Source: an optimization exercise on an open RTL-to-GDS flow (aim: small area, a short achievable clock period and few clock cycles). Production flows keep margins and buffers that such runs may drop. Only simulation tests tie the RTL to the original design; equivalence was not proved. Power figures rest on the tool's default switching activity, not on a simulated workload.

**config.mk**
```make
export PLATFORM = sky130hd
export DESIGN_NAME = least_busy_core_job_dispatcher
export DESIGN_NICKNAME = least_busy_core_job_dispatcher
export VERILOG_FILES = /design/flow/design.v
export SDC_FILE = /design/flow/constraint.sdc
export NUM_CORES = 4
export LEC_CHECK = 0
export CAP_MARGIN = 20
export CELL_PAD_IN_SITES_DETAIL_PLACEMENT = 0
export CELL_PAD_IN_SITES_GLOBAL_PLACEMENT = 1
export CORE_MARGIN = 2
export CORE_UTILIZATION = 50
export CTS_CLUSTER_DIAMETER = 60
export CTS_CLUSTER_SIZE = 35
export PLACE_DENSITY = 0.7
export SETUP_SLACK_MARGIN = 5
export SLEW_MARGIN = 20
export SYNTH_HIERARCHICAL = 1
export SYNTH_MEMORY_MAX_BITS = 16384
export SYNTH_MINIMUM_KEEP_SIZE = 0
export TNS_END_PERCENT = 0
```
**constraint.sdc**
```tcl
create_clock -name core_clock -period 10.0 [get_ports {clk}]
set_input_delay 2.0000 -clock core_clock [delete_from_list [all_inputs] [get_ports {clk}]]
set_output_delay 2.0000 -clock core_clock [all_outputs]
set_load 0.01 [all_outputs]
```
**design.v**
```verilog
package lbcjd_pkg;
	localparam int CORES       = 4;
	localparam int QUEUE_DEPTH = 4;
	localparam int NGROUPS     = 3;
	localparam int NCORE_ALL   = NGROUPS * CORES;
	localparam int TW = 36;
	localparam logic [1:0] OP_SUBMIT  = 2'd0;
	localparam logic [1:0] OP_ACCOUNT = 2'd1;
	localparam logic [1:0] OP_TICK    = 2'd2;
	localparam logic [1:0] OP_CLEAR   = 2'd3;
	localparam logic [1:0] K_DONE    = 2'd0;
	localparam logic [1:0] K_QUEUED  = 2'd1;
	localparam logic [1:0] K_LATENCY = 2'd2;
	localparam logic [1:0] K_CLEARED = 2'd3;
endpackage
module lbcjd_add #(parameter int W = 32) (
	input  logic [W-1:0] a,
	input  logic [W-1:0] b,
	input  logic         ci,
	output logic [W-1:0] s,
	output logic         co
);
	localparam int N = W + 1;
	localparam int L = $clog2(N);
	logic [L:0][N-1:0] g;
	logic [L:0][N-1:0] p;
	always_comb begin
		g[0] = {a & b, ci};
		p[0] = {a ^ b, 1'b0};
		for (int l = 0; l < L; l++) begin
			for (int i = 0; i < N; i++) begin
				if (((i >> l) & 1) == 1) begin
					g[l+1][i] = g[l][i] | (p[l][i] & g[l][((i >> l) << l) - 1]);
					p[l+1][i] = p[l][i] & p[l][((i >> l) << l) - 1];
				end else begin
					g[l+1][i] = g[l][i];
					p[l+1][i] = p[l][i];
				end
			end
		end
		s  = (a ^ b) ^ g[L][W-1:0];
		co = g[L][W];
	end
endmodule
module lbcjd_cout #(parameter int W = 32) (
	input  logic [W-1:0] a,
	input  logic [W-1:0] b,
	input  logic         ci,
	output logic         co
);
	localparam int N = W + 1;
	localparam int L = $clog2(N);
	localparam int M = 1 << L;
	logic [L:0][M-1:0] g;
	logic [L:0][M-1:0] p;
	always_comb begin
		g = '0;
		p = '1;
		g[0][N-1:0] = {a & b, ci};
		p[0][N-1:0] = {a | b, 1'b0};
		for (int l = 0; l < L; l++) begin
			for (int i = 0; i < (M >> (l + 1)); i++) begin
				g[l+1][i] = g[l][2*i+1] | (p[l][2*i+1] & g[l][2*i]);
				p[l+1][i] = p[l][2*i+1] & p[l][2*i];
			end
		end
		co = g[L][0];
	end
endmodule
module lbcjd_inc #(parameter int W = 32) (
	input  logic [W-1:0] a,
	output logic [W-1:0] s
);
	localparam int L = (W > 1) ? $clog2(W) : 1;
	logic [L:0][W-1:0] q;
	always_comb begin
		q[0] = a;
		for (int l = 0; l < L; l++) begin
			for (int i = 0; i < W; i++) begin
				if (((i >> l) & 1) == 1)
					q[l+1][i] = q[l][i] & q[l][((i >> l) << l) - 1];
				else
					q[l+1][i] = q[l][i];
			end
		end
		s[0] = !a[0];
		for (int i = 1; i < W; i++) s[i] = a[i] ^ q[L][i-1];
	end
endmodule
module lbcjd_add64 (
	input  logic [63:0] a,
	input  logic [31:0] b,
	output logic [63:0] s
);
	logic [31:0] lo;
	logic        c;
	logic [31:0] hi1;
	lbcjd_add #(.W(32)) u_lo (.a(a[31:0]), .b(b), .ci(1'b0), .s(lo), .co(c));
	lbcjd_inc #(.W(32)) u_hi (.a(a[63:32]), .s(hi1));
	assign s = {c ? hi1 : a[63:32], lo};
endmodule
module lbcjd_front (
	input  logic             clk,
	input  logic             arst_n,
	input  logic             req_valid,
	output logic             req_ready,
	input  logic [1:0]       operation,
	input  logic [1:0]       group,
	input  logic [31:0]      job_latency,
	input  logic [31:0]      start_delay,
	input  logic [15:0]      job_tag,
	input  logic [2:0][2:0]  cfg_cores,
	input  logic [63:0]      time_q,
	input  logic             t_inc,
	output logic             cmd_v,
	output logic [1:0]       cmd_op,
	output logic [1:0]       cmd_grp,
	output logic [2:0]       cmd_n,
	output logic [31:0]      cmd_lat,
	output logic [15:0]      cmd_tag,
	output logic [lbcjd_pkg::TW-1:0] cmd_rdy,
	output logic [lbcjd_pkg::TW-1:0] cmd_fin,
	output logic             cmd_ld0,
	output logic             cmd_lat0,
	output logic             cmd_ld1,
	input  logic             consume
);
	localparam int TW   = lbcjd_pkg::TW;
	localparam int CMDW = 2 + 2 + 3 + 32 + 32 + 16;
	logic [2:0]      raw_n;
	logic [2:0]      n_sat;
	logic [CMDW-1:0] in_cmd;
	logic [CMDW-1:0] fifo_q [2];
	logic            wp_q;
	logic            rp_q;
	logic [1:0]      cnt_q;
	logic            take;
	logic            adv;
	logic [CMDW-1:0] hw;
	logic [1:0]      h_op;
	logic [1:0]      h_grp;
	logic [2:0]      h_n;
	logic [31:0]     h_lat;
	logic [31:0]     h_dly;
	logic [15:0]     h_tag;
	always_comb begin
		case (group)
			2'd0:    raw_n = cfg_cores[0];
			2'd1:    raw_n = cfg_cores[1];
			2'd2:    raw_n = cfg_cores[2];
			default: raw_n = 3'd0;
		endcase
		n_sat = (raw_n > 3'd4) ? 3'd4 : raw_n;
	end
	assign in_cmd    = {operation, group, n_sat, job_latency, start_delay, job_tag};
	assign req_ready = (cnt_q != 2'd2);
	assign take      = req_valid && req_ready;
	assign adv       = (cnt_q != 2'd0) && (!cmd_v || consume);
	always_ff @(posedge clk or negedge arst_n) begin
		if (!arst_n) begin
			wp_q  <= 1'b0;
			rp_q  <= 1'b0;
			cnt_q <= 2'd0;
			cmd_v <= 1'b0;
		end else begin
			if (take) wp_q <= !wp_q;
			if (adv) rp_q <= !rp_q;
			if (take && !adv) cnt_q <= cnt_q + 2'd1;
			else if (adv && !take) cnt_q <= cnt_q - 2'd1;
			if (adv) cmd_v <= 1'b1;
			else if (consume) cmd_v <= 1'b0;
		end
	end
	always_ff @(posedge clk) begin
		if (take) fifo_q[wp_q] <= in_cmd;
	end
	assign hw = fifo_q[rp_q];
	assign {h_op, h_grp, h_n, h_lat, h_dly, h_tag} = hw;
	logic [TW-1:0] t0;
	logic [TW-1:0] rdy0, rdy1;
	logic [TW-1:0] fin0, fin1;
	logic [TW-1:0] csa_s, csa_c;
	logic          ld0, ld1, lat0;
	assign t0 = time_q[TW-1:0];
	lbcjd_add #(.W(TW)) u_rdy0 (.a(t0), .b(TW'(h_dly)), .ci(1'b0), .s(rdy0), .co());
	lbcjd_add #(.W(TW)) u_rdy1 (.a(t0), .b(TW'(h_dly)), .ci(1'b1), .s(rdy1), .co());
	logic [TW-1:0] lat_w, dly_w, maj;
	assign lat_w = TW'(h_lat);
	assign dly_w = TW'(h_dly);
	assign maj   = (t0 & lat_w) | (t0 & dly_w) | (lat_w & dly_w);
	assign csa_s = t0 ^ lat_w ^ dly_w;
	assign csa_c = {maj[TW-2:0], 1'b0};
	lbcjd_add #(.W(TW)) u_fin0 (.a(csa_s), .b(csa_c), .ci(1'b0), .s(fin0), .co());
	lbcjd_add #(.W(TW)) u_fin1 (.a(csa_s), .b(csa_c), .ci(1'b1), .s(fin1), .co());
	assign lat0 = (h_lat == 32'd0);
	assign ld0  = lat0 && (h_dly == 32'd0);
	assign ld1  = (lat0 && (h_dly[31:1] == 31'd0)) ||
		((h_lat == 32'd1) && (h_dly == 32'd0));
	always_ff @(posedge clk) begin
		if (adv) begin
			{cmd_op, cmd_grp, cmd_n, cmd_lat, cmd_tag} <= {h_op, h_grp, h_n, h_lat, h_tag};
			cmd_rdy  <= t_inc ? rdy1 : rdy0;
			cmd_fin  <= t_inc ? fin1 : fin0;
			cmd_ld0  <= ld0;
			cmd_lat0 <= lat0;
			cmd_ld1  <= ld1;
		end
	end
endmodule
module lbcjd_back (
	input  logic         clk,
	input  logic         arst_n,
	input  logic         cmd_v,
	input  logic [1:0]   cmd_op,
	input  logic [1:0]   cmd_grp,
	input  logic [2:0]   cmd_n,
	input  logic [31:0]  cmd_lat,
	input  logic [15:0]  cmd_tag,
	input  logic [lbcjd_pkg::TW-1:0] cmd_rdy,
	input  logic [lbcjd_pkg::TW-1:0] cmd_fin,
	input  logic         cmd_ld0,
	input  logic         cmd_lat0,
	input  logic         cmd_ld1,
	output logic         consume,
	output logic [63:0]  time_o,
	output logic         t_inc,
	input  logic         can_out,
	output logic         res_v,
	output logic [120:0] res
);
	localparam int NC = lbcjd_pkg::NCORE_ALL;
	localparam int TW = lbcjd_pkg::TW;
	localparam int NW = NC * 3;
	logic [63:0]             time_q;
	logic                    cont_q;     
	logic                    tick_end;
	logic [NC-1:0][63:0]     busy_q;
	logic [NC-1:0][2:0]      cnt_q;
	logic [NC-1:0]           due_q;
	logic [NC-1:0]           rsel_q;     
	logic                    rest_q;     
	logic [NC-1:0][2:0]      rp_q;       
	logic [NC-1:0][TW-1:0]   tail_q;
	logic [NC-1:0][15:0]     htag_q;
	logic [NC-1:0][31:0]     hlat_q;
	logic [NC-1:0][TW-1:0]   hret_q;
	logic [NW-1:0][15:0]     wtag_q;
	logic [NW-1:0][31:0]     wlat_q;
	logic [NW-1:0][TW-1:0]   wret_q;
	logic [NW-1:0]           wz_q;
	logic        go;
	logic        is_sub, is_acc, is_tick, is_clr;
	logic        has_n;
	assign time_o  = time_q;
	logic [63:0]       t_next;
	logic [TW-1:0]     t_b2;     
	logic [NC-1:0]     rsel;
	logic              any_due;
	logic              rest;
	logic [3:0]        r_idx;
	logic [15:0]       r_tag;
	logic [31:0]       r_lat;
	logic [63:0]       r_busy;
	logic [2:0]        r_cnt;
	logic [15:0]       n_tag;
	logic [31:0]       n_lat;
	logic [TW-1:0]     n_ret;
	logic              n_z;
	logic              n_eq_b2;
	logic              redue;
	logic              more;
	logic [63:0]       r_sum;
	logic [NC-1:0]     due_new;
	lbcjd_inc #(.W(64)) u_tn (.a(time_q), .s(t_next));
	logic [TW-1:0] cmd_hret;
	assign cmd_hret = cmd_ld0 ? t_next[TW-1:0] : cmd_fin;
	logic [TW-1:0] tb2_q;
	logic [TW-1:0] tb2_inc;
	assign t_b2 = tb2_q;
	lbcjd_inc #(.W(TW)) u_tb2 (.a(tb2_q), .s(tb2_inc));
	assign rsel    = rsel_q;
	assign any_due = |due_q;
	assign rest    = rest_q;
	always_comb begin
		r_idx  = '0;
		r_tag  = '0;
		r_lat  = '0;
		r_busy = '0;
		r_cnt  = '0;
		n_tag  = '0;
		n_lat  = '0;
		n_ret  = '0;
		n_z    = '0;
		for (int c = 0; c < NC; c++) begin
			if (rsel[c]) begin
				r_idx  = r_idx  | 4'(c);
				r_tag  = r_tag  | htag_q[c];
				r_lat  = r_lat  | hlat_q[c];
				r_busy = r_busy | busy_q[c];
				r_cnt  = r_cnt  | cnt_q[c];
			end
			for (int k = 0; k < 3; k++) begin
				if (rsel[c] && rp_q[c][k]) begin
					n_tag = n_tag | wtag_q[3*c+k];
					n_lat = n_lat | wlat_q[3*c+k];
					n_ret = n_ret | wret_q[3*c+k];
					n_z   = n_z   | wz_q[3*c+k];
				end
			end
		end
	end
	assign redue   = (r_cnt > 3'd1) && n_z;
	assign more    = rest || redue;
	assign n_eq_b2 = (n_ret == t_b2);
	lbcjd_add64 u_rsum (.a(r_busy), .b(r_lat), .s(r_sum));
	always_comb begin
		for (int c = 0; c < NC; c++)
			due_new[c] = (cnt_q[c] != 3'd0) && (hret_q[c] == t_b2);
	end
	logic [2:0][3:0][3:0] le;       
	logic [3:0][3:0]      lg;
	logic [3:0]           cand;
	logic [3:0]           idle;
	logic [3:0][2:0]      gcnt;
	logic [3:0][63:0]     gbusy;
	logic [3:0][TW-1:0]   gtail;
	logic [3:0][2:0]      grp1h;
	logic [3:0]           sel_i;
	logic [3:0]           sel_b;
	logic [3:0]           psel;
	logic [1:0]           p_idx;
	logic [3:0]           p_core;
	logic                 full;
	logic [3:0][63:0]     x_sum;
	logic [3:0][TW-1:0]   x_add;
	logic [3:0][TW-1:0]   x_ret;
	logic [3:0]           x_c;
	logic [3:0]           x_ge;
	logic [3:0]           x_z;
	for (genvar g = 0; g < 3; g++) begin : g_le
		for (genvar i = 0; i < 4; i++) begin : g_i
			for (genvar j = 0; j < 4; j++) begin : g_j
				if (j > i) begin : g_c
					lbcjd_cout #(.W(64)) u_le (.a(busy_q[4*g+j]), .b(~busy_q[4*g+i]),
						.ci(1'b1), .co(le[g][i][j]));
				end else begin : g_n
					assign le[g][i][j] = 1'b0;
				end
			end
		end
	end
	always_comb begin
		for (int i = 0; i < 4; i++) begin
			case (cmd_grp)
				2'd0: begin
					gcnt[i]  = cnt_q[i];
					gbusy[i] = busy_q[i];
					gtail[i] = tail_q[i];
					grp1h[i] = rp_q[i];
				end
				2'd1: begin
					gcnt[i]  = cnt_q[4+i];
					gbusy[i] = busy_q[4+i];
					gtail[i] = tail_q[4+i];
					grp1h[i] = rp_q[4+i];
				end
				default: begin
					gcnt[i]  = cnt_q[8+i];
					gbusy[i] = busy_q[8+i];
					gtail[i] = tail_q[8+i];
					grp1h[i] = rp_q[8+i];
				end
			endcase
		end
	end
	logic [NC-1:0] pk;
	logic [NC-1:0] pk_c;      
	logic [NC-1:0] pk_i;      
	logic [NC-1:0] pk_si;     
	logic [NC-1:0] pk_sb;     
	always_comb begin
		for (int c = 0; c < NC; c++) begin
			pk_c[c] = (3'(c % 4) < cmd_n);
			pk_i[c] = pk_c[c] && (cnt_q[c] == 3'd0);
		end
		for (int g = 0; g < 3; g++) begin
			for (int i = 0; i < 4; i++) begin
				pk_si[4*g+i] = pk_i[4*g+i];
				pk_sb[4*g+i] = pk_c[4*g+i];
				for (int j = 0; j < 4; j++) begin
					if (j < i) begin
						if (pk_i[4*g+j] && le[g][j][i]) pk_si[4*g+i] = 1'b0;
						if (pk_c[4*g+j] && !(cnt_q[4*g+i] <= cnt_q[4*g+j])) pk_sb[4*g+i] = 1'b0;
					end else if (j > i) begin
						if (pk_i[4*g+j] && !le[g][i][j]) pk_si[4*g+i] = 1'b0;
						if (pk_c[4*g+j] && !(cnt_q[4*g+i] < cnt_q[4*g+j])) pk_sb[4*g+i] = 1'b0;
					end
				end
				pk[4*g+i] = (|pk_i[4*g+:4]) ? pk_si[4*g+i] : pk_sb[4*g+i];
			end
		end
	end
	always_comb begin
		case (cmd_grp)
			2'd0:    psel = pk[3:0];
			2'd1:    psel = pk[7:4];
			default: psel = pk[11:8];
		endcase
		p_idx = {psel[3] | psel[2], psel[3] | psel[1]};
	end
	for (genvar i = 0; i < 4; i++) begin : g_x
		lbcjd_add64 u_acc (.a(gbusy[i]), .b(cmd_lat), .s(x_sum[i]));
		lbcjd_add #(.W(TW)) u_xa (.a(gtail[i]), .b(TW'(cmd_lat)), .ci(1'b0),
			.s(x_add[i]), .co());
		lbcjd_cout #(.W(TW-1)) u_xc (.a(gtail[i][TW-2:0]), .b(~cmd_rdy[TW-2:0]),
			.ci(1'b1), .co(x_c[i]));
		assign x_ge[i]  = !(gtail[i][TW-1] ^ !cmd_rdy[TW-1] ^ x_c[i]);
		assign x_ret[i] = x_ge[i] ? x_add[i] : cmd_fin;
		assign x_z[i]   = x_ge[i] && cmd_lat0;
	end
	logic [3:0]      gfull;
	logic [3:0][2:0] gwpos;
	always_comb begin
		for (int i = 0; i < 4; i++) begin
			gfull[i] = (gcnt[i] == 3'd4);
			case (gcnt[i])
				3'd2:    gwpos[i] = {grp1h[i][1:0], grp1h[i][2]};
				3'd3:    gwpos[i] = {grp1h[i][0], grp1h[i][2:1]};
				default: gwpos[i] = grp1h[i];
			endcase
		end
		full = |(psel & gfull);
	end
	assign p_core = {cmd_grp, p_idx};
	assign is_sub   = (cmd_op == lbcjd_pkg::OP_SUBMIT);
	assign is_acc   = (cmd_op == lbcjd_pkg::OP_ACCOUNT);
	assign is_tick  = (cmd_op == lbcjd_pkg::OP_TICK);
	assign is_clr   = (cmd_op == lbcjd_pkg::OP_CLEAR);
	assign has_n    = (cmd_n != 3'd0);
	assign go       = cmd_v && can_out;
	assign consume  = go && !(is_tick && any_due && more);
	assign res_v    = go && (!is_tick || any_due);
	assign tick_end = go && is_tick && !(any_due && more);
	assign t_inc    = go && is_tick && !cont_q;
	always_comb begin
		if (is_tick) begin
			res = {lbcjd_pkg::K_DONE, r_idx[3:2], 1'b0, r_idx[1:0], r_tag, r_lat,
				t_next, 1'b0, !more};   
		end else if (is_clr) begin
			res = {lbcjd_pkg::K_CLEARED, 2'b00, 3'd0, 16'd0, 32'd0, time_q,
				1'b0, 1'b1};
		end else if (!has_n) begin
			res = {is_sub ? lbcjd_pkg::K_DONE : lbcjd_pkg::K_LATENCY, cmd_grp,
				3'd4, cmd_tag, 32'd0, time_q, 1'b0, 1'b1};
		end else begin
			res = {is_sub ? lbcjd_pkg::K_QUEUED : lbcjd_pkg::K_LATENCY, cmd_grp,
				1'b0, p_idx, cmd_tag, cmd_lat, time_q, is_sub && full, 1'b1};
		end
	end
	logic do_ret, do_sub, do_acc, do_clr;
	logic [NC-1:0] due_d;
	assign do_ret = go && is_tick && any_due;
	assign do_sub = go && is_sub && has_n && !full;
	assign do_acc = go && is_acc && has_n;
	assign do_clr = go && is_clr;
	logic [NC-1:0] hit;
	logic [NC-1:0] en_sub;
	logic [NC-1:0] en_acc;
	logic          sub_ok, acc_ok;
	assign sub_ok = go && is_sub && has_n;
	assign acc_ok = go && is_acc && has_n;
	always_comb begin
		for (int c = 0; c < NC; c++) begin
			hit[c]    = (cmd_grp == 2'(c / 4)) && pk[c];
			en_sub[c] = sub_ok && (cnt_q[c] != 3'd4) && (cmd_grp == 2'(c / 4)) && pk[c];
			en_acc[c] = acc_ok && (cmd_grp == 2'(c / 4)) && pk[c];
		end
	end
	always_comb begin
		for (int c = 0; c < NC; c++) begin
			if (do_ret && rsel[c])
				due_d[c] = (cnt_q[c] > 3'd1) && (n_z || (!more && n_eq_b2));
			else if (en_sub[c] && cnt_q[c] == 3'd0)
				due_d[c] = cmd_ld1;
			else if (tick_end)
				due_d[c] = due_new[c];
			else
				due_d[c] = due_q[c];
		end
	end
	always_ff @(posedge clk or negedge arst_n) begin
		if (!arst_n) begin
			time_q <= '0;
			cont_q <= 1'b0;
			tb2_q  <= TW'(2);
			busy_q <= '0;
			cnt_q  <= '0;
			due_q  <= '0;
			rsel_q <= '0;
			rest_q <= 1'b0;
			rp_q   <= {NC{3'b001}};
		end else begin
			if (t_inc) time_q <= t_next;
			if (go && is_tick) cont_q <= !tick_end;
			if (tick_end) begin
				tb2_q  <= tb2_inc;
			end
			due_q  <= due_d;
			rsel_q <= due_d & (~due_d + NC'(1));
			rest_q <= |(due_d & (due_d - NC'(1)));
			for (int c = 0; c < NC; c++) begin
				if (do_clr) begin
					busy_q[c] <= '0;
				end else if (do_ret && rsel[c]) begin
					busy_q[c] <= r_sum;
				end else if (en_acc[c]) begin
					busy_q[c] <= x_sum[c % 4];
				end
				if (do_ret && rsel[c]) begin
					cnt_q[c] <= cnt_q[c] - 3'd1;
					if (cnt_q[c] > 3'd1) rp_q[c] <= {rp_q[c][1:0], rp_q[c][2]};
				end else if (en_sub[c]) begin
					cnt_q[c] <= cnt_q[c] + 3'd1;
				end
			end
		end
	end
	always_ff @(posedge clk) begin
		for (int c = 0; c < NC; c++) begin
			if (en_sub[c])
				tail_q[c] <= (cnt_q[c] != 3'd0) ? x_ret[c % 4] : cmd_hret;
			if (do_ret && rsel[c]) begin
				htag_q[c] <= n_tag;
				hlat_q[c] <= n_lat;
				hret_q[c] <= n_ret;
			end else if (en_sub[c] && cnt_q[c] == 3'd0) begin
				htag_q[c] <= cmd_tag;
				hlat_q[c] <= cmd_lat;
				hret_q[c] <= cmd_hret;
			end
			for (int k = 0; k < 3; k++) begin
				if (en_sub[c] && cnt_q[c] != 3'd0 && gwpos[c % 4][k]) begin
					wtag_q[3*c+k] <= cmd_tag;
					wlat_q[3*c+k] <= cmd_lat;
					wret_q[3*c+k] <= x_ret[c % 4];
					wz_q[3*c+k]   <= x_z[c % 4];
				end
			end
		end
	end
endmodule
module least_busy_core_job_dispatcher (
	input  logic        clk,
	input  logic        arst_n,
	input  logic        req_valid,
	output logic        req_ready,
	input  logic [1:0]  operation,
	input  logic [1:0]  group,
	input  logic [31:0] job_latency,
	input  logic [31:0] start_delay,
	input  logic [15:0] job_tag,
	output logic        rsp_valid,
	input  logic        rsp_ready,
	output logic [1:0]  kind,
	output logic [1:0]  group_out,
	output logic [2:0]  core,
	output logic [15:0] tag_out,
	output logic [31:0] latency_out,
	output logic [63:0] event_time,
	output logic        status,
	output logic        last,
	input  logic        psel,
	input  logic        penable,
	input  logic        pwrite,
	input  logic [3:0]  paddr,
	input  logic [31:0] pwdata,
	output logic [31:0] prdata,
	output logic        pready
);
	logic [2:0][2:0] cfg_q;
	logic            cfg_we;
	logic         cmd_v;
	logic [1:0]   cmd_op;
	logic [1:0]   cmd_grp;
	logic [2:0]   cmd_n;
	logic [31:0]  cmd_lat;
	logic [15:0]  cmd_tag;
	logic [lbcjd_pkg::TW-1:0] cmd_rdy;
	logic [lbcjd_pkg::TW-1:0] cmd_fin;
	logic         cmd_ld0;
	logic         cmd_lat0;
	logic         cmd_ld1;
	logic         consume;
	logic [63:0]  time_w;
	logic         t_inc;
	logic         res_v;
	logic [120:0] res;
	logic [56:0]  out_q;
	logic         out_v_q;
	logic         can_out;
	assign pready = 1'b1;
	assign cfg_we = psel && penable && pwrite;
	always_ff @(posedge clk or negedge arst_n) begin
		if (!arst_n) begin
			cfg_q <= {3{3'd1}};
		end else if (cfg_we) begin
			case (paddr[3:2])
				2'd0:    cfg_q[0] <= pwdata[2:0];
				2'd1:    cfg_q[1] <= pwdata[2:0];
				2'd2:    cfg_q[2] <= pwdata[2:0];
				default: ;
			endcase
		end
	end
	always_comb begin
		case (paddr[3:2])
			2'd0:    prdata = {29'd0, cfg_q[0]};
			2'd1:    prdata = {29'd0, cfg_q[1]};
			2'd2:    prdata = {29'd0, cfg_q[2]};
			default: prdata = '0;
		endcase
	end
	lbcjd_front u_front (
		.clk         (clk),
		.arst_n      (arst_n),
		.req_valid   (req_valid),
		.req_ready   (req_ready),
		.operation   (operation),
		.group       (group),
		.job_latency (job_latency),
		.start_delay (start_delay),
		.job_tag     (job_tag),
		.cfg_cores   (cfg_q),
		.time_q      (time_w),
		.t_inc       (t_inc),
		.cmd_v       (cmd_v),
		.cmd_op      (cmd_op),
		.cmd_grp     (cmd_grp),
		.cmd_n       (cmd_n),
		.cmd_lat     (cmd_lat),
		.cmd_tag     (cmd_tag),
		.cmd_rdy     (cmd_rdy),
		.cmd_fin     (cmd_fin),
		.cmd_ld0     (cmd_ld0),
		.cmd_lat0    (cmd_lat0),
		.cmd_ld1     (cmd_ld1),
		.consume     (consume)
	);
	lbcjd_back u_back (
		.clk     (clk),
		.arst_n  (arst_n),
		.cmd_v   (cmd_v),
		.cmd_op  (cmd_op),
		.cmd_grp (cmd_grp),
		.cmd_n   (cmd_n),
		.cmd_lat (cmd_lat),
		.cmd_tag (cmd_tag),
		.cmd_rdy (cmd_rdy),
		.cmd_fin (cmd_fin),
		.cmd_ld0 (cmd_ld0),
		.cmd_lat0(cmd_lat0),
		.cmd_ld1 (cmd_ld1),
		.consume (consume),
		.time_o  (time_w),
		.t_inc   (t_inc),
		.can_out (can_out),
		.res_v   (res_v),
		.res     (res)
	);
	assign can_out = !out_v_q || rsp_ready;
	always_ff @(posedge clk or negedge arst_n) begin
		if (!arst_n) begin
			out_v_q <= 1'b0;
		end else if (can_out) begin
			out_v_q <= res_v;
		end
	end
	always_ff @(posedge clk) begin
		if (can_out && res_v) out_q <= {res[120:66], res[1:0]};
	end
	assign rsp_valid   = out_v_q;
	assign kind        = out_q[56:55];
	assign group_out   = out_q[54:53];
	assign core        = out_q[52:50];
	assign tag_out     = out_q[49:34];
	assign latency_out = out_q[33:2];
	assign event_time  = time_w;
	assign status      = out_q[1];
	assign last        = out_q[0];
endmodule
```
**run.sh**
```bash
#!/bin/bash
# synth_recipe.tcl (not shown) runs the flow's synth.tcl, then flattens the netlist and writes it again
# the make line also repeats each setting of config.mk as NAME=value (left out here)
make -C /OpenROAD-flow-scripts/flow DESIGN_CONFIG=/design/flow/config.mk WORK_HOME=/design/flow/orfs CLKGATE_MAP_FILE= SYNTH_SCRIPT=/design/flow/synth_recipe.tcl finish
```
==> results of run 1 <==
## placed cells by master, fill, tap and decap left out, types with 189 or more instances in the layout
cell,n
o31ai_1,563
mux2_2,312
xor2_1,302
ha_1,541
nor2_1,1931
a22o_1,438
inv_1,1222
edfxtp_1,4861
mux2i_1,1010
nand3_1,970
a31oi_1,298
buf_4,826
a22oi_1,1065
buf_12,189
a21oi_1,1487
clkbuf_16,488
nand2_1,2675
and3_1,256
nand4_1,425
clkdlybuf4s50_1,217
xnor2_1,631
o22ai_1,421
dfrtp_1,909
a221oi_1,514
o21ai_0,1623
## power by group
group / switching (mW) / total [mW] / internal (mW)
Combinational: 55.3 / 81.7 / 26.3
Clock: 10.8 / 21.4 / 10.6
Sequential: 4.74 / 41.4 / 36.6
## metal layers
metal	vias up	wire length, um	global-route usage
met4	58	128100	0.3147
met2	21008	625100	0.6716
li1	105596	-	-
met1	129716	529700	0.5881
met3	4895	207200	0.1473
met5	-	1259	0.005111
## layout make-up
| cell class | count | area [um^2] |
|---|---|---|
| fillers | 51488 | 263900 |
| repair inverters | 4 | 36.28 |
| inverters | 1259 | 5009 |
| multi-input cells | 18862 | 130000 |
| clock inverters | 396 | 5255 |
| well taps | 8120 | 10160 |
| flip-flops and latches | 5841 | 170600 |
| clock buffers | 515 | 12350 |
| repair buffers | 1419 | 15980 |
| diodes | 115 | 287.8 |
## what timing repair did
item                                    in CTS  in global routing
buffers inserted                           289                 29
endpoints found under the setup margin    7396               6744
pin swaps                                  131                 30
gates cloned                                61                  8
gates resized for setup                    826                118
## worst max-delay path by stage
| stage | from | cells after the start | slack (ns) | to |
|---|---|---|---|---|
| after floorplan | req_valid | 2 | 3.75 | u_front.fifo_q[0][0]$_DFFE_PP_ |
| after global placement | u_front.cmd_grp[0]$_DFFE_PP_ | 18 | 2.51 | u_back.busy_q[697]$_DFFE_PN0P_ |
| after detailed placement | u_front.cmd_grp[0]$_DFFE_PP_ | 18 | 2.52 | u_back.busy_q[697]$_DFFE_PN0P_ |
| after CTS | u_front.cmd_grp[0]$_DFFE_PP_ | 20 | 4.66 | u_back.busy_q[620]$_DFFE_PN0P_ |
| after global routing | u_back.rsel_q[8]$_DFF_PN0_ | 21 | 4.53 | u_back.busy_q[612]$_DFFE_PN0P_ |
| final | u_back.rsel_q[3]$_DFF_PN0_ | 17 | 4.24 | u_back.rest_q$_DFF_PN0_ |
## worst max-delay path, cell delays in order, from the launching register on
cell and delay [ns]:
dfrtp_4 0.52, buf_12 0.19, buf_4 0.50, and2_4 0.59, buf_6 0.48, a222oi_1 0.22, and4bb_2 0.36, nand4_1 0.12
nor4b_2 0.58, nand4_1 0.47, nor4_4 0.32, buf_4 0.19, buf_4 0.14, nand2_1 0.07, o211a_1 0.28, maj3_2 0.32
o211a_1 0.12, o2bb2ai_2 0.11
## sequential cells by signal, indices dropped and copies added, names as in the netlist, 57 cells and up
signal,flops
u_back.htag_q,192
u_back.wtag_q,576
u_back.hret_q,432
u_back.time_q,64
u_back.busy_q,768
u_back.wret_q,1296
u_back.wlat_q,1152
u_back.tail_q,432
out_q,57
u_front.fifo_q,174
u_back.hlat_q,384
==> out/qor.txt, run 1 <==
Status: finished clean
WL final: 1491000 um
Layout area overhead: 13.77%
TritonCTS clock tree: built
Initial antenna violation count: 120
Starting Density: 0.5009
H-tree levels: 5
Clock transition at path regs: 0.09 ns
PD cells: 413.0 mW/mm^2
CP Capture Type: flip-flop
Register-to-Register Path Depth: 17
RSZ-0062 raised after global routing: yes
Row count: 288
Pre-CTS setup slack: 2.523 ns
Skew-Pair Late Insertion Delay: 1.21 ns
Final Cycle Share: 0.5765
Final Util: 0.5699
Final #Nets: 28670
Hold_ws: 0.5029 ns
Power, Total: 144.5 mW
Hold endpoint: u_back.busy_q[10]$_DFFE_PN0P_
Max-cap viol count: 0
# clock sinks: 5841
Arr. time, crit path: 6.84 ns
IO buf count: 221
Worst min-delay path class: flip-flop to flip-flop
# IOs: 283
Placed cell areas: 0.3220 mm^2
Core area: 0.6137 mm^2
GRT Total Usage: 0.4615
Peak VDD IR: 0.5063 mV
Initial DRC Count: 46650
Post-route cell area: 0.3497 mm^2
Antenna-violating nets left: 0
Max clock buf depth: 4
Final WS setup: 4.235 ns
Vias in the first global route: 234387
Reg-to-reg endpoint: u_back.rest_q$_DFF_PN0_
DIE WIDTH: 788.1 um
CTS root buffer: clkbuf_16
Period minus WS final: 5.765 ns
Post-route DRC violation count: 0
Clock skew: 0.1776 ns
Worst-Margin Slew: 1.323 ns
HP Start: u_back.busy_q[10]$_DFFE_PN0P_
First-pass GRT wire length: 1990000 um
Critical path data required time: 11.08 ns
CP Launch Type: flip-flop
Overflow left after global routing: 0
Slew margin rel.: 0.1108
Ys Warns: 16
Max frequency: 173.5 MHz
Die Span Y: 788.1 um
Hold path depth: 2
Total CTS buffers: 477
Post-CTS Hold Fix Bufs: 0
R2R setup slack: 4.24 ns
Mapped Area: 0.3074 mm^2
HPWL after DPL: 922200 um
Placed Cells: 35113
Pin count of the biggest net entering global routing: 171
Slew Viols, Final: 0
R2r startpoint: u_back.rsel_q[3]$_DFF_PN0_
Die area: 0.6211 mm^2
Final cell count without fillers: 36531
Cell count after synthesis: 27764
Router iterations before antenna repair: 8
Share of cells above drive strength 1: 0.1316
Syn Area/Cell: 11.07 um^2
LEAKAGE: 127.6 nW
Vias: 261273
Via density: 7.152
Final Hold Fails: 0
Final setup vio count: 0
Post-route setup TNS: 0 ns
Routability Congestion: 1.002
WL per Instance: 40.83 um
Crit path max fanout: 26
WS Path Type: flip-flop to flip-flop
Testbench counts, summed over its fixed seeds: cycles 3,838.
==> run 2, diff against run 1 <==
--- a/config.mk
+++ b/config.mk
@@ -18,4 +18,4 @@
 export SYNTH_HIERARCHICAL = 1
 export SYNTH_MEMORY_MAX_BITS = 16384
 export SYNTH_MINIMUM_KEEP_SIZE = 0
-export TNS_END_PERCENT = 0
+export TNS_END_PERCENT = 5
==> run 2 against run 1 <==
Critical path depth shrank 3. The layout now fails its checks (slew limit). Setup slack lost 0.10 ns. Die area is the same. Count of clock-buffer cells in the layout shrank 23. Largest power group unchanged. Critical path type unchanged. Non-clock buffer count grew 83. Fmax shrank 1.7%. Power grew 2.0%. Hold slack lost 0.00072 ns.
==> out/qor.txt, run 2 <==
Via density: 7.201 (+0.68%)
WL final: 1503000 um (+0.76%)
Row count: 288 (unchanged)
Initial antenna violation count: 130 (+8.3%)
Max frequency: 170.5 MHz (-1.7%)
Final setup vio count: 0 (unchanged)
Starting Density: 0.5009 (unchanged)
Critical Path Source: u_back.busy_q[61]$_DFFE_PN0P_
Critical path data required time: 10.74 ns (-0.34 ns)
TritonCTS clock tree: built
Routability Congestion: 1.006 (+0.42%)
H-tree levels: 5 (unchanged)
WS Path Type: flip-flop to flip-flop
Antenna-violating nets left: 0 (unchanged)
GRT Total Usage: 0.4620 (+0.0004978)
Crit path max fanout: 85 (+230%)
CP Launch Type: flip-flop
Total CTS buffers: 474 (-0.63%)
RSZ-0062 raised after global routing: yes
Regs by FF count: u_back.wret_q (1296), u_back.wlat_q (1152), u_back.busy_q (768)
Initial DRC Count: 50383 (+8.0%)
Final Cycle Share: 0.5866 (+0.01015)
HP Start: u_back.busy_q[261]$_DFFE_PN0P_
CP Capture Type: flip-flop
Pin count of the biggest net entering global routing: 174 (+1.8%)
WL per Instance: 41.03 um (+0.49%)
CP Cell Sequence: inv_1 -> o22ai_1 -> nor2_1 -> and3_1 -> nand3_1 -> a31oi_1 -> nand3_1 -> o21ai_2 -> o221ai_1 -> o32ai_1 -> buf_4 -> nand2_1 -> nor3_4 -> buf_12
Most frequent cells in the layout: edfxtp_1 (4861), nand2_1 (2636), nor2_1 (1932)
Overflow left after global routing: 0 (unchanged)
Clock skew: 0.1678 ns (-0.009747 ns)
Layout fillers: 51239 (-0.48%)
Peak VDD IR: 0.5084 mV (+0.41%)
CTS root buffer: clkbuf_16
R2r startpoint: u_back.busy_q[61]$_DFFE_PN0P_
Clock transition at path regs: 0.08 ns (about the same)
Final Hold Fails: 0 (unchanged)
Commonest non-fill, non-tap cell in the layout: edfxtp_1
Placed Cells: 35065 (-0.14%)
Arr. time, crit path: 6.60 ns (-0.24 ns)
Core area: 0.6137 mm^2 (unchanged)
Router iterations before antenna repair: 19 (+11)
Mapped Area: 0.3074 mm^2 (unchanged)
Syn Area/Cell: 11.07 um^2 (unchanged)
Final cell count without fillers: 36629 (+0.27%)
Grt met1 use: 0.6191 (+0.03094)
Cell count after synthesis: 27764 (unchanged)
HPWL after DPL: 918900 um (-0.36%)
Hold_ws: 0.5022 ns (-0.0007170 ns)
Layer with the highest usage: met2
Worst min-delay path class: flip-flop to flip-flop
Slew Viols, Final: 82 (+82)
Largest register by flop count: u_back.wret_q
Worst-Margin Slew: 1.571 ns (+0.2485 ns)
DIE WIDTH: 788.1 um (unchanged)
Period minus WS final: 5.866 ns (+0.1015 ns)
Post-CTS Hold Fix Bufs: 0 (unchanged)
Max-cap viol count: 0 (unchanged)
Die area: 0.6211 mm^2 (unchanged)
Post-route setup TNS: 0 ns (unchanged)
PD cells: 418.0 mW/mm^2 (+1.2%)
M3 GR Usage: 0.1506 (+0.003318)
Final #Nets: 28779 (+0.38%)
Slowest cell on crit path: a31oi_1
Met2 Use GR: 0.6499 (-0.02171)
Layout area overhead: 14.72%
Ys Warns: 16 (unchanged)
# clock sinks: 5841 (unchanged)
LEAKAGE: 128.6 nW (+0.80%)
Vias: 263753 (+0.95%)
Slew margin rel.: -0.04752 (-0.1583)
Max clock buf depth: 4 (unchanged)
IO buf count: 221 (unchanged)
Skew-Pair Late Insertion Delay: 1.20 ns (about the same)
Status: failed layout checks
First-pass GRT wire length: 1993000 um (+0.17%)
Die Span Y: 788.1 um (unchanged)
Most used cell, CP: nand3_1
Max FFs per register: 1296 (unchanged)
Layout Check Fails: slew limit
Largest stage delay on the critical path: 0.72 ns (+0.13 ns)
Vias in the first global route: 234348 (-0.017%)
Share of cells above drive strength 1: 0.1435 (+0.01188)
# IOs: 283 (unchanged)
Power, Total: 147.4 mW (+2.0%)
Post-route DRC violation count: 0 (unchanged)
## run 2: final timing paths
kind | endpoint | slack (ns) | depth (start not counted)
worst max register to register | u_back.wtag_q[4]$_DFFE_PP_ | 4.13 | 14
max in group asynchronous | u_back.time_q[61]$_DFFE_PN0P_ | 6.88 | 3
worst max-delay path | u_back.wtag_q[4]$_DFFE_PP_ | 4.13 | 14
worst min register to register | u_back.busy_q[261]$_DFFE_PN0P_ | 0.50 | 2
worst min-delay path | u_back.busy_q[261]$_DFFE_PN0P_ | 0.50 | 2
min in group asynchronous | u_back.busy_q[221]$_DFFE_PN0P_ | 0.89 | 1
## run 2: through the flow
step           setup WS (ns)  area, um^2    util
6_report               4.134      352700  0.5747
3_3_place_gp           2.343      321300  0.5236
5_1_grt                4.283      352400  0.5742
2_1_floorplan          3.750      308100       -
3_5_place_dp           2.486      321400  0.5238
4_1_cts                4.521      348600  0.5680
## run 2: what timing repair did
item	4_1_cts	5_1_grt
gates cloned	88	24
setup buffers	280	159
pin swaps	107	128
endpoints found under the setup margin	7383	7013
gates resized for setup	993	491
## run 2: area by class of cell
class                   instances  area [um^2]  share of cell area
diodes                        116        290.3           0.0008231
clock buffers                 492        12140             0.03442
clock inverters               404         5220             0.01480
inverters                    1259         5042             0.01430
multi-input cells           18886       131800              0.3737
flip-flops and latches       5841       170600              0.4839
well taps                    8120        10160             0.02881
repair buffers               1502        17310             0.04908
repair inverters                9        55.05           0.0001561
## run 2: worst max-delay path, delay by kind of cell (launching register included)
| kind | cells | cell delay [ns] |
|---|---|---|
| buffers and inverters | 3 | 1.26 |
| flip-flops | 1 | 0.49 |
| AO/OA/AOI/OAI | 5 | 1.63 |
| AND/OR/NAND/NOR | 6 | 1.84 |
## run 2: where the power goes
group / switching (mW) / internal [mW]
clock network: 10.8 / 10.4
registers: 4.91 / 36.6
logic: 57.0 / 27.7
total: 72.7 / 74.7
## run 2: routing by layer
metal | wire, um | vias to the layer above | part of all wire
met5 | 1272 | - | 0.00085
met4 | 114100 | 90 | 0.076
met3 | 227300 | 4575 | 0.15
met2 | 613800 | 21911 | 0.41
met1 | 546300 | 131242 | 0.36
li1 | - | 105935 | -
==> run 3, diff against run 2 <==
--- a/config.mk
+++ b/config.mk
@@ -9,13 +9,13 @@
 export CELL_PAD_IN_SITES_DETAIL_PLACEMENT = 0
 export CELL_PAD_IN_SITES_GLOBAL_PLACEMENT = 1
 export CORE_MARGIN = 2
-export CORE_UTILIZATION = 50
-export CTS_CLUSTER_DIAMETER = 60
-export CTS_CLUSTER_SIZE = 35
-export PLACE_DENSITY = 0.7
+export CORE_UTILIZATION = 53
+export CTS_CLUSTER_DIAMETER = 70
+export CTS_CLUSTER_SIZE = 40
+export PLACE_DENSITY = 0.72
 export SETUP_SLACK_MARGIN = 5
 export SLEW_MARGIN = 20
 export SYNTH_HIERARCHICAL = 1
 export SYNTH_MEMORY_MAX_BITS = 16384
 export SYNTH_MINIMUM_KEEP_SIZE = 0
-export TNS_END_PERCENT = 5
+export TNS_END_PERCENT = 0
==> run 3 against run 2 <==
The run now finishes clean. Largest cell class unchanged. Core utilization grew 2.7 points. Hold slack gained 0.015 ns. Critical endpoint is now u_back.rest_q$_DFF_PN0_. Register-to-register slack gained 0.02 ns. Synthesized area is the same. Highest routed layer unchanged. Final area shrank 1.4%. Global-route usage grew 2.9 points.
==> out/qor.txt, run 3 <==
Worst-Margin Slew: 1.322 ns (-0.2489 ns)
Final Cycle Share: 0.5847 (-0.001900)
Layout fillers: 47191 (-7.9%)
Reg-to-reg endpoint: u_back.rest_q$_DFF_PN0_
Hold_ws: 0.5170 ns (+0.01478 ns)
Max clock buf depth: 4 (unchanged)
Final cell count without fillers: 36008 (-1.7%)
Syn Area/Cell: 11.07 um^2 (unchanged)
Arr. time, crit path: 6.91 ns (+0.31 ns)
TritonCTS clock tree: built
Most frequent cells in the layout: edfxtp_1 (4861), nand2_1 (2664), nor2_1 (1931)
Skew-Pair Late Insertion Delay: 1.17 ns (-0.03 ns)
CP Cell Sequence: buf_4 -> buf_6 -> buf_12 -> and2_4 -> buf_4 -> a22o_1 -> nor4_2 -> a31oi_1 -> nor4b_4 -> nand4_1 -> nor4_4 -> buf_4 -> buf_4 -> nand2_1 -> o211a_1 -> maj3_2 -> o211a_1 -> o2bb2ai_2
Row count: 279 (-3.1%)
Peak VDD IR: 0.5705 mV (+12%)
WL per Instance: 41.41 um (+0.93%)
Ys Warns: 16 (unchanged)
WL final: 1491000 um (-0.78%)
Post-route setup TNS: 0 ns (unchanged)
Cell count after synthesis: 27764 (unchanged)
Antenna-violating nets left: 0 (unchanged)
Largest register by flop count: u_back.wret_q
Hold endpoint: u_back.busy_q[298]$_DFFE_PN0P_
R2R setup slack: 4.15 ns (+0.02 ns)
Initial DRC Count: 52467 (+4.1%)
CP Launch Type: flip-flop
Router iterations before antenna repair: 10 (-9)
Most used cell, CP: buf_4
Initial antenna violation count: 146 (+12%)
# IOs: 283 (unchanged)
Overflow left after global routing: 0 (unchanged)
Vias: 263938 (+0.070%)
Slowest cell on crit path: dfrtp_4
Starting Density: 0.5324 (+0.03148)
IO buf count: 221 (unchanged)
Slew Viols, Final: 0 (-100%)
H-tree levels: 5 (unchanged)
Share of cells above drive strength 1: 0.1306 (-0.01296)
Commonest non-fill, non-tap cell in the layout: edfxtp_1
WS Path Type: flip-flop to flip-flop
Die Span Y: 765.6 um (-2.9%)
CTS root buffer: clkbuf_16
Pin count of the biggest net entering global routing: 165 (-5.2%)
CP Capture Type: flip-flop
Mapped Area: 0.3074 mm^2 (unchanged)
# clock sinks: 5841 (unchanged)
Layout area overhead: 13.08%
PD cells: 411.1 mW/mm^2 (-1.6%)
Die area: 0.5861 mm^2 (-5.6%)
Vias in the first global route: 234845 (+0.21%)
Status: finished clean
Regs by FF count: u_back.wret_q (1296), u_back.wlat_q (1152), u_back.busy_q (768)
Placed Cells: 34680 (-1.1%)
Via density: 7.330 (+1.8%)
Register-to-Register Path Depth: 18 (+4)
Max frequency: 171.0 MHz (+0.32%)
Final #Nets: 28586 (-0.67%)
LEAKAGE: 126.6 nW (-1.5%)
Crit path max fanout: 35 (-59%)
GRT Total Usage: 0.4914 (+0.02938)
Final setup vio count: 0 (unchanged)
Final Hold Fails: 0 (unchanged)
Slew margin rel.: 0.1184 (+0.1659)
Routability Congestion: 1.010 (+0.42%)
Max FFs per register: 1296 (unchanged)
Clock skew: 0.1614 ns (-0.006413 ns)
Largest stage delay on the critical path: 0.63 ns (-0.09 ns)
Core area: 0.5774 mm^2 (-5.9%)
R2r startpoint: u_back.rsel_q[9]$_DFF_PN0_
Post-route DRC violation count: 0 (unchanged)
Top Family by Delay on Critical Path: simple AND/OR/NAND/NOR gates
Period minus WS final: 5.847 ns (-0.01900 ns)
Hold path depth: 2 (unchanged)
RSZ-0062 raised after global routing: yes
Critical path data required time: 11.06 ns (+0.32 ns)
Clock transition at path regs: 0.09 ns (about the same)
First-pass GRT wire length: 1983000 um (-0.50%)
HP Start: u_back.busy_q[298]$_DFFE_PN0P_
WP buf/inv: 6 (+3)
Total CTS buffers: 411 (-13%)
HPWL after DPL: 908600 um (-1.1%)
DIE WIDTH: 765.6 um (-2.9%)
Max-cap viol count: 0 (unchanged)
Worst min-delay path class: flip-flop to flip-flop
-- run 3: final cells by class --
| class | count | area (um^2) | area share |
|---|---|---|---|
| Tap cell | 7727 | 9668 | 0.02781 |
| Sequential cell | 5841 | 170600 | 0.4909 |
| Timing Repair Buffer | 1398 | 15910 | 0.04576 |
| Clock inverter | 337 | 4604 | 0.01325 |
| Multi-Input combinational cell | 18864 | 130800 | 0.3763 |
| Timing Repair inverter | 5 | 51.30 | 0.0001476 |
| Antenna cell | 140 | 350.3 | 0.001008 |
| Inverter | 1259 | 5001 | 0.01439 |
| Clock buffer | 437 | 10580 | 0.03044 |
-- run 3: worst max path at each step --
stage | from | end | cells past startpoint
CTS | u_back.rsel_q[5]$_DFF_PN0_ | u_back.busy_q[680]$_DFFE_PN0P_ | 23
detailed placement | u_front.cmd_grp[0]$_DFFE_PP_ | u_back.wret_q[545]$_DFFE_PP_ | 14
global route | u_back.busy_q[601]$_DFFE_PN0P_ | u_back.wret_q[1063]$_DFFE_PP_ | 15
global placement | u_front.cmd_grp[1]$_DFFE_PP_ | u_back.busy_q[575]$_DFFE_PN0P_ | 20
finish | u_back.rsel_q[9]$_DFF_PN0_ | u_back.rest_q$_DFF_PN0_ | 18
floorplan | req_valid | u_front.fifo_q[0][0]$_DFFE_PP_ | 2
-- run 3: repair_timing --
| action | in CTS | in global routing |
|---|---|---|
| setup endpoints to repair | 7448 | 7067 |
| pin swaps | 140 | 66 |
| resized for setup | 963 | 193 |
| hold buffers | 0 | 0 |
| cloned | 85 | 5 |
| endpoints found under the hold margin | 0 | 0 |
| setup buffers | 266 | 56 |
-- run 3: per-layer routing --
layer	up-vias	GRT usage	wire (um)
li1	105354	-	-
met1	129687	0.6370	519000
met2	23425	0.6802	595300
met3	5368	0.1946	249300
met4	104	0.3222	125900
met5	-	0.01145	1477
-- run 3: worst register-to-register path, stage by stage, from the launching register on --
cell       delay [ns]
dfrtp_4          0.63
buf_4            0.21
buf_6            0.22
buf_12           0.27
and2_4           0.56
buf_4            0.31
a22o_1           0.29
nor4_2           0.52
a31oi_1          0.26
nor4b_4          0.47
nand4_1          0.51
nor4_4           0.35
buf_4            0.20
buf_4            0.14
nand2_1          0.07
o211a_1          0.24
maj3_2           0.31
o211a_1          0.12
o2bb2ai_2        0.10
-- run 3: metrics by stage --
stage               power, mW  utilization  worst slack [ns]  area [um^2]
floorplan               81.01            -             3.750       308100
global placement        110.0       0.5556             2.243       320800
detailed placement      111.3       0.5558             2.457       320900
CTS                     136.6       0.5988             4.621       345700
global route            146.0       0.6015             4.446       347300
finish                  142.9       0.6020             4.153       347600
-- run 3: where the power goes --
part	switching (mW)	leakage [nW]	total, mW	internal, mW
sequential	4.79	56.9	41.4	36.6
clock	10.5	7.31	19.4	8.88
combinational	56.2	62.4	82.1	25.9
total	71.5	127	143	71.4
==> run 4, diff against run 3 <==
--- a/design.v
+++ b/design.v
@@ -120,6 +120,7 @@
 	output logic [15:0]      cmd_tag,
 	output logic [lbcjd_pkg::TW-1:0] cmd_rdy,
 	output logic [lbcjd_pkg::TW-1:0] cmd_fin,
+	output logic [lbcjd_pkg::TW-1:0] cmd_rdym1,
 	output logic             cmd_ld0,
 	output logic             cmd_lat0,
 	output logic             cmd_ld1,
@@ -190,6 +191,10 @@
 	assign maj   = (t0 & lat_w) | (t0 & dly_w) | (lat_w & dly_w);
 	assign csa_s = t0 ^ lat_w ^ dly_w;
 	assign csa_c = {maj[TW-2:0], 1'b0};
+	logic [TW-1:0] rm1_s, rm1_c, rdym1_0;
+	assign rm1_s = ~(t0 ^ dly_w);
+	assign rm1_c = {(t0[TW-2:0] | dly_w[TW-2:0]), 1'b0};
+	lbcjd_add #(.W(TW)) u_rm1 (.a(rm1_s), .b(rm1_c), .ci(1'b0), .s(rdym1_0), .co());
 	lbcjd_add #(.W(TW)) u_fin0 (.a(csa_s), .b(csa_c), .ci(1'b0), .s(fin0), .co());
 	lbcjd_add #(.W(TW)) u_fin1 (.a(csa_s), .b(csa_c), .ci(1'b1), .s(fin1), .co());
 	assign lat0 = (h_lat == 32'd0);
@@ -201,6 +206,7 @@
 			{cmd_op, cmd_grp, cmd_n, cmd_lat, cmd_tag} <= {h_op, h_grp, h_n, h_lat, h_tag};
 			cmd_rdy  <= t_inc ? rdy1 : rdy0;
 			cmd_fin  <= t_inc ? fin1 : fin0;
+			cmd_rdym1 <= t_inc ? rdy0 : rdym1_0;
 			cmd_ld0  <= ld0;
 			cmd_lat0 <= lat0;
 			cmd_ld1  <= ld1;
@@ -218,6 +224,7 @@
 	input  logic [15:0]  cmd_tag,
 	input  logic [lbcjd_pkg::TW-1:0] cmd_rdy,
 	input  logic [lbcjd_pkg::TW-1:0] cmd_fin,
+	input  logic [lbcjd_pkg::TW-1:0] cmd_rdym1,
 	input  logic         cmd_ld0,
 	input  logic         cmd_lat0,
 	input  logic         cmd_ld1,
@@ -248,6 +255,7 @@
 	logic [NW-1:0][31:0]     wlat_q;
 	logic [NW-1:0][TW-1:0]   wret_q;
 	logic [NW-1:0]           wz_q;
+	logic [NW-1:0]           wz1_q;      
 	logic        go;
 	logic        is_sub, is_acc, is_tick, is_clr;
 	logic        has_n;
@@ -266,6 +274,7 @@
 	logic [31:0]       n_lat;
 	logic [TW-1:0]     n_ret;
 	logic              n_z;
+	logic              n_z1;
 	logic              n_eq_b2;
 	logic              redue;
 	logic              more;
@@ -291,6 +300,7 @@
 		n_lat  = '0;
 		n_ret  = '0;
 		n_z    = '0;
+		n_z1   = '0;
 		for (int c = 0; c < NC; c++) begin
 			if (rsel[c]) begin
 				r_idx  = r_idx  | 4'(c);
@@ -305,13 +315,14 @@
 					n_lat = n_lat | wlat_q[3*c+k];
 					n_ret = n_ret | wret_q[3*c+k];
 					n_z   = n_z   | wz_q[3*c+k];
+					n_z1  = n_z1  | wz1_q[3*c+k];
 				end
 			end
 		end
 	end
 	assign redue   = (r_cnt > 3'd1) && n_z;
 	assign more    = rest || redue;
-	assign n_eq_b2 = (n_ret == t_b2);
+	assign n_eq_b2 = n_z1;
 	lbcjd_add64 u_rsum (.a(r_busy), .b(r_lat), .s(r_sum));
 	always_comb begin
 		for (int c = 0; c < NC; c++)
@@ -337,6 +348,7 @@
 	logic [3:0]           x_c;
 	logic [3:0]           x_ge;
 	logic [3:0]           x_z;
+	logic [3:0]           x_z1;
 	for (genvar g = 0; g < 3; g++) begin : g_le
 		for (genvar i = 0; i < 4; i++) begin : g_i
 			for (genvar j = 0; j < 4; j++) begin : g_j
@@ -417,6 +429,7 @@
 		assign x_ge[i]  = !(gtail[i][TW-1] ^ !cmd_rdy[TW-1] ^ x_c[i]);
 		assign x_ret[i] = x_ge[i] ? x_add[i] : cmd_fin;
 		assign x_z[i]   = x_ge[i] && cmd_lat0;
+		assign x_z1[i]  = x_ge[i] ? cmd_lat1 : (cmd_lat0 && (gtail[i] == cmd_rdym1));
 	end
 	logic [3:0]      gfull;
 	logic [3:0][2:0] gwpos;
@@ -432,6 +445,8 @@
 		full = |(psel & gfull);
 	end
 	assign p_core = {cmd_grp, p_idx};
+	logic cmd_lat1;
+	assign cmd_lat1 = (cmd_lat == 32'd1);
 	assign is_sub   = (cmd_op == lbcjd_pkg::OP_SUBMIT);
 	assign is_acc   = (cmd_op == lbcjd_pkg::OP_ACCOUNT);
 	assign is_tick  = (cmd_op == lbcjd_pkg::OP_TICK);
@@ -544,6 +559,7 @@
 					wlat_q[3*c+k] <= cmd_lat;
 					wret_q[3*c+k] <= x_ret[c % 4];
 					wz_q[3*c+k]   <= x_z[c % 4];
+					wz1_q[3*c+k]  <= x_z1[c % 4];
 				end
 			end
 		end
@@ -587,6 +603,7 @@
 	logic [15:0]  cmd_tag;
 	logic [lbcjd_pkg::TW-1:0] cmd_rdy;
 	logic [lbcjd_pkg::TW-1:0] cmd_fin;
+	logic [lbcjd_pkg::TW-1:0] cmd_rdym1;
 	logic         cmd_ld0;
 	logic         cmd_lat0;
 	logic         cmd_ld1;
@@ -641,6 +658,7 @@
 		.cmd_tag     (cmd_tag),
 		.cmd_rdy     (cmd_rdy),
 		.cmd_fin     (cmd_fin),
+		.cmd_rdym1   (cmd_rdym1),
 		.cmd_ld0     (cmd_ld0),
 		.cmd_lat0    (cmd_lat0),
 		.cmd_ld1     (cmd_ld1),
@@ -657,6 +675,7 @@
 		.cmd_tag (cmd_tag),
 		.cmd_rdy (cmd_rdy),
 		.cmd_fin (cmd_fin),
+		.cmd_rdym1(cmd_rdym1),
 		.cmd_ld0 (cmd_ld0),
 		.cmd_lat0(cmd_lat0),
 		.cmd_ld1 (cmd_ld1),
--- a/config.mk
+++ b/config.mk
@@ -9,10 +9,10 @@
 export CELL_PAD_IN_SITES_DETAIL_PLACEMENT = 0
 export CELL_PAD_IN_SITES_GLOBAL_PLACEMENT = 1
 export CORE_MARGIN = 2
-export CORE_UTILIZATION = 53
-export CTS_CLUSTER_DIAMETER = 70
-export CTS_CLUSTER_SIZE = 40
-export PLACE_DENSITY = 0.72
+export CORE_UTILIZATION = 50
+export CTS_CLUSTER_DIAMETER = 60
+export CTS_CLUSTER_SIZE = 35
+export PLACE_DENSITY = 0.7
 export SETUP_SLACK_MARGIN = 5
 export SLEW_MARGIN = 20
 export SYNTH_HIERARCHICAL = 1
==> run 4 against run 3 <==
Synthesized area increased by 1.5%. Final area increased by 1.8%. Wire length decreased by 2.0%. Clock skew decreased by 0.0015 ns. Sequential power increased by 2%. Die area increased by 7.6%. Count of clock-buffer cells in the layout rose by 71. Register-to-register slack improved by 0.30 ns. Sequential share of layout area down 0.26 points. Clock power up about 10%. Via count shrank 2.1%. First-iteration DRC count fell by 15%.
==> out/qor.txt, run 4 <==
Status: finished clean
Router iterations before antenna repair: 10 (unchanged)
Skew-Pair Late Insertion Delay: 1.23 ns (+0.06 ns)
Mapped Area: 0.3121 mm^2 (+1.5%)
WL final: 1461000 um (-2.0%)
Final #Nets: 28865 (+0.98%)
Period minus WS final: 5.547 ns (-0.3005 ns)
Hold_ws: 0.4906 ns (-0.02639 ns)
Max clock buf depth: 4 (unchanged)
Slew margin rel.: 0.1249 (+0.006484)
Pre-CTS setup slack: 2.623 ns (+0.1655 ns)
RSZ-0062 raised after global routing: yes
Power, Total: 142.6 mW (-0.24%)
Critical Path Source: u_back.busy_q[191]$_DFFE_PN0P_
Slew Viols, Final: 0 (unchanged)
R2R setup slack: 4.45 ns (+0.30 ns)
Clock network fraction of total power: 0.150 (+0.014)
Sequential power share: 0.296 (+0.006)
Worst min-delay path class: flip-flop to flip-flop
Overflow left after global routing: 0 (unchanged)
H-tree levels: 5 (unchanged)
Register-to-Register Path Depth: 15 (-3)
Initial DRC Count: 44711 (-15%)
Post-CTS Hold Fix Bufs: 0 (unchanged)
Clock transition at path regs: 0.09 ns (about the same)
Final cell count without fillers: 36833 (+2.3%)
Pin count of the biggest net entering global routing: 169 (+2.4%)
Antenna-violating nets left: 0 (unchanged)
CTS root buffer: clkbuf_16
Arr. time, crit path: 6.36 ns (-0.55 ns)
First-pass GRT wire length: 1958000 um (-1.3%)
Max frequency: 180.3 MHz (+5.4%)
LEAKAGE: 128.7 nW (+1.6%)
Syn Area/Cell: 11.18 um^2 (+0.96%)
Final setup vio count: 0 (unchanged)
IO buf count: 221 (unchanged)
Critical path data required time: 10.81 ns (-0.25 ns)
Power Internal: 72.65 mW (+1.7%)
CP Capture Type: flip-flop
Post-route setup TNS: 0 ns (unchanged)
# IOs: 283 (unchanged)
GRT Total Usage: 0.4447 (-0.04672)
Via density: 7.018 (-4.2%)
Layout area overhead: 13.36%
Final Util: 0.5682 (-0.03379)
WS Path Type: flip-flop to flip-flop
Die Span Y: 794.1 um (+3.7%)
Final Hold Fails: 0 (unchanged)
Placed cell areas: 0.3265 mm^2 (+1.7%)
Core area: 0.6226 mm^2 (+7.8%)
Max FFs per register: 1296 (unchanged)
Placed Cells: 35456 (+2.2%)
Worst-Margin Slew: 1.301 ns (-0.02172 ns)
Clock skew: 0.1600 ns (-0.001482 ns)
Initial antenna violation count: 95 (-35%)
Share of cells above drive strength 1: 0.1306 (about the same)
Largest register by flop count: u_back.wret_q
Regs by FF count: u_back.wret_q (1296), u_back.wlat_q (1152), u_back.busy_q (768)
DIE WIDTH: 794.1 um (+3.7%)
Max-cap viol count: 0 (unchanged)
WL per Instance: 39.67 um (-4.2%)
HPWL after DPL: 892800 um (-1.7%)
Total CTS buffers: 478 (+16%)
Ys Warns: 16 (unchanged)
Sw Share: 0.4905 (-0.009872)
Die area: 0.6306 mm^2 (+7.6%)
Starting Density: 0.5013 (-0.03114)
Post-route DRC violation count: 0 (unchanged)
PD cells: 402.9 mW/mm^2 (-2.0%)
Commonest non-fill, non-tap cell in the layout: edfxtp_1
Crit path max fanout: 39 (+11%)
Final Cycle Share: 0.5547 (-0.03005)
Comb power frac: 0.554 (-0.021)
Most frequent cells in the layout: edfxtp_1 (4933), nand2_1 (2565), nor2_1 (1985)
Final WS setup: 4.453 ns (+0.3005 ns)
Vias in the first global route: 233515 (-0.57%)
Row count: 290 (+3.9%)
TritonCTS clock tree: built
CP Launch Type: flip-flop
HP Start: u_back.busy_q[511]$_DFFE_PN0P_
Hold path depth: 2 (unchanged)
Post-route cell area: 0.3538 mm^2 (+1.8%)
R2r startpoint: u_back.busy_q[191]$_DFFE_PN0P_
Peak VDD IR: 0.5980 mV (+4.8%)
Routability Congestion: 1.000 (-0.98%)
Vias: 258511 (-2.1%)
Cell count after synthesis: 27922 (+0.57%)
# clock sinks: 5913 (+1.2%)
Net Sw Power: 69.92 mW (-2.2%)
-- run 4: cell count changes in the layout (fill, tap and decap cells not counted), moves of 99 or more --
cell	change
a221oi_1	+117
xnor2_1	+122
a22oi_1	+149
a22o_1	+186
nand3_1	-277
inv_1	+144
o22ai_1	-167
o21ai_0	-111
and3_1	-113
nand2_1	-99
-- run 4: final timing paths --
path                                             endpoint
min in group asynchronous  u_back.busy_q[532]$_DFFE_PN0P_
max in group asynchronous  u_back.busy_q[491]$_DFFE_PN0P_
setup reg to reg             u_back.wret_q[284]$_DFFE_PP_
hold / removal             u_back.busy_q[511]$_DFFE_PN0P_
hold reg to reg            u_back.busy_q[511]$_DFFE_PN0P_
setup / recovery             u_back.wret_q[284]$_DFFE_PP_
-- run 4: cell type report --
class	instances	area, um^2
Multi-Input combinational cell	18879	132300
Tap cell	8322	10410
Fill cell	52219	268800
Clock buffer	508	12220
Timing Repair inverter	1	8.758
Timing Repair Buffer	1323	15160
Clock inverter	401	5256
Sequential cell	5913	172800
Inverter	1391	5401
Antenna cell	95	237.7
-- run 4: what timing repair did --
action,4_1_cts,5_1_grt
buffers inserted,221,50
hold endpoints to repair,0,0
gates cloned,87,13
gates resized for setup,864,124
setup endpoints to repair,7449,6751
pin swaps,132,57
-- run 4: worst max-delay path: stages (launching register included) --
cell and delay (ns):
dfrtp_1 0.67, inv_1 0.29, o22ai_1 0.13, nor4_1 0.53
nand3_2 0.33, a31oi_1 0.32, nand3_1 0.13, o21ai_2 0.32
o21ai_0 0.17, a221o_1 0.41, o41ai_1 0.24, nand2_1 0.26
or2_2 0.47, nor2_4 0.16, buf_12 0.18, bufbuf_16 0.56
-- run 4: per-layer routing --
layer,up-vias,track usage,part of all wire
met4,38,0.2819,0.078
li1,105982,-,-
met1,128706,0.5861,0.37
met2,19724,0.6599,0.43
met5,-,0,0.00055
met3,4061,0.1096,0.13
-- run 4: power groups by stage --
stage	registers [mW]	clock network, mW	logic (mW)
after floorplan	40.4	0	41.8
after global placement	42.3	0	69.0
after detailed placement	42.3	0	70.0
after CTS	41.8	21.3	75.6
after global routing	42.2	22.2	81.8
final	42.2	21.4	79.0
Testbench counts of run 4, summed over its fixed seeds: cycles 3,838.

afterwards: timing with drivers on the ports:
In the flow no input, the clock included, has a driving cell. The finished layouts below were timed again as built, in two steps.
Step 1, drivers: a clkbuf_16 drives clk and a buf_2 each remaining input, both assumed.
Step 2 times the ports against the registers' clock, not the clock port: input delays grow and output delays shrink by t, the midpoint of the rising clock arrivals with the driver on.
Slacks: ideal / step 1 / step 2; pairs: ideal / step 1.
run | t (ns) | setup WS [ns] | worst hold slack (ns) | worst setup path after step 2 | clock arrival spread, ns
run 1 | 1.273 | 4.235 / 4.235 / 3.446 | 0.503 / 0.503 / 0.503 | input to register | 0.178 / 0.178
run 2 | 1.265 | 4.134 / 4.134 / 3.198 | 0.502 / 0.502 / 0.502 | input to register | 0.167 / 0.168
run 3 | 1.246 | 4.153 / 4.153 / 3.451 | 0.517 / 0.517 / 0.517 | input to register | 0.168 / 0.169
run 4 | 1.301 | 4.453 / 4.453 / 3.339 | 0.491 / 0.491 / 0.491 | input to register | 0.160 / 0.160
For run 4, which loses most, drivers alone change the setup slack by 0.000 ns; drivers and shift together by -1.114 ns.
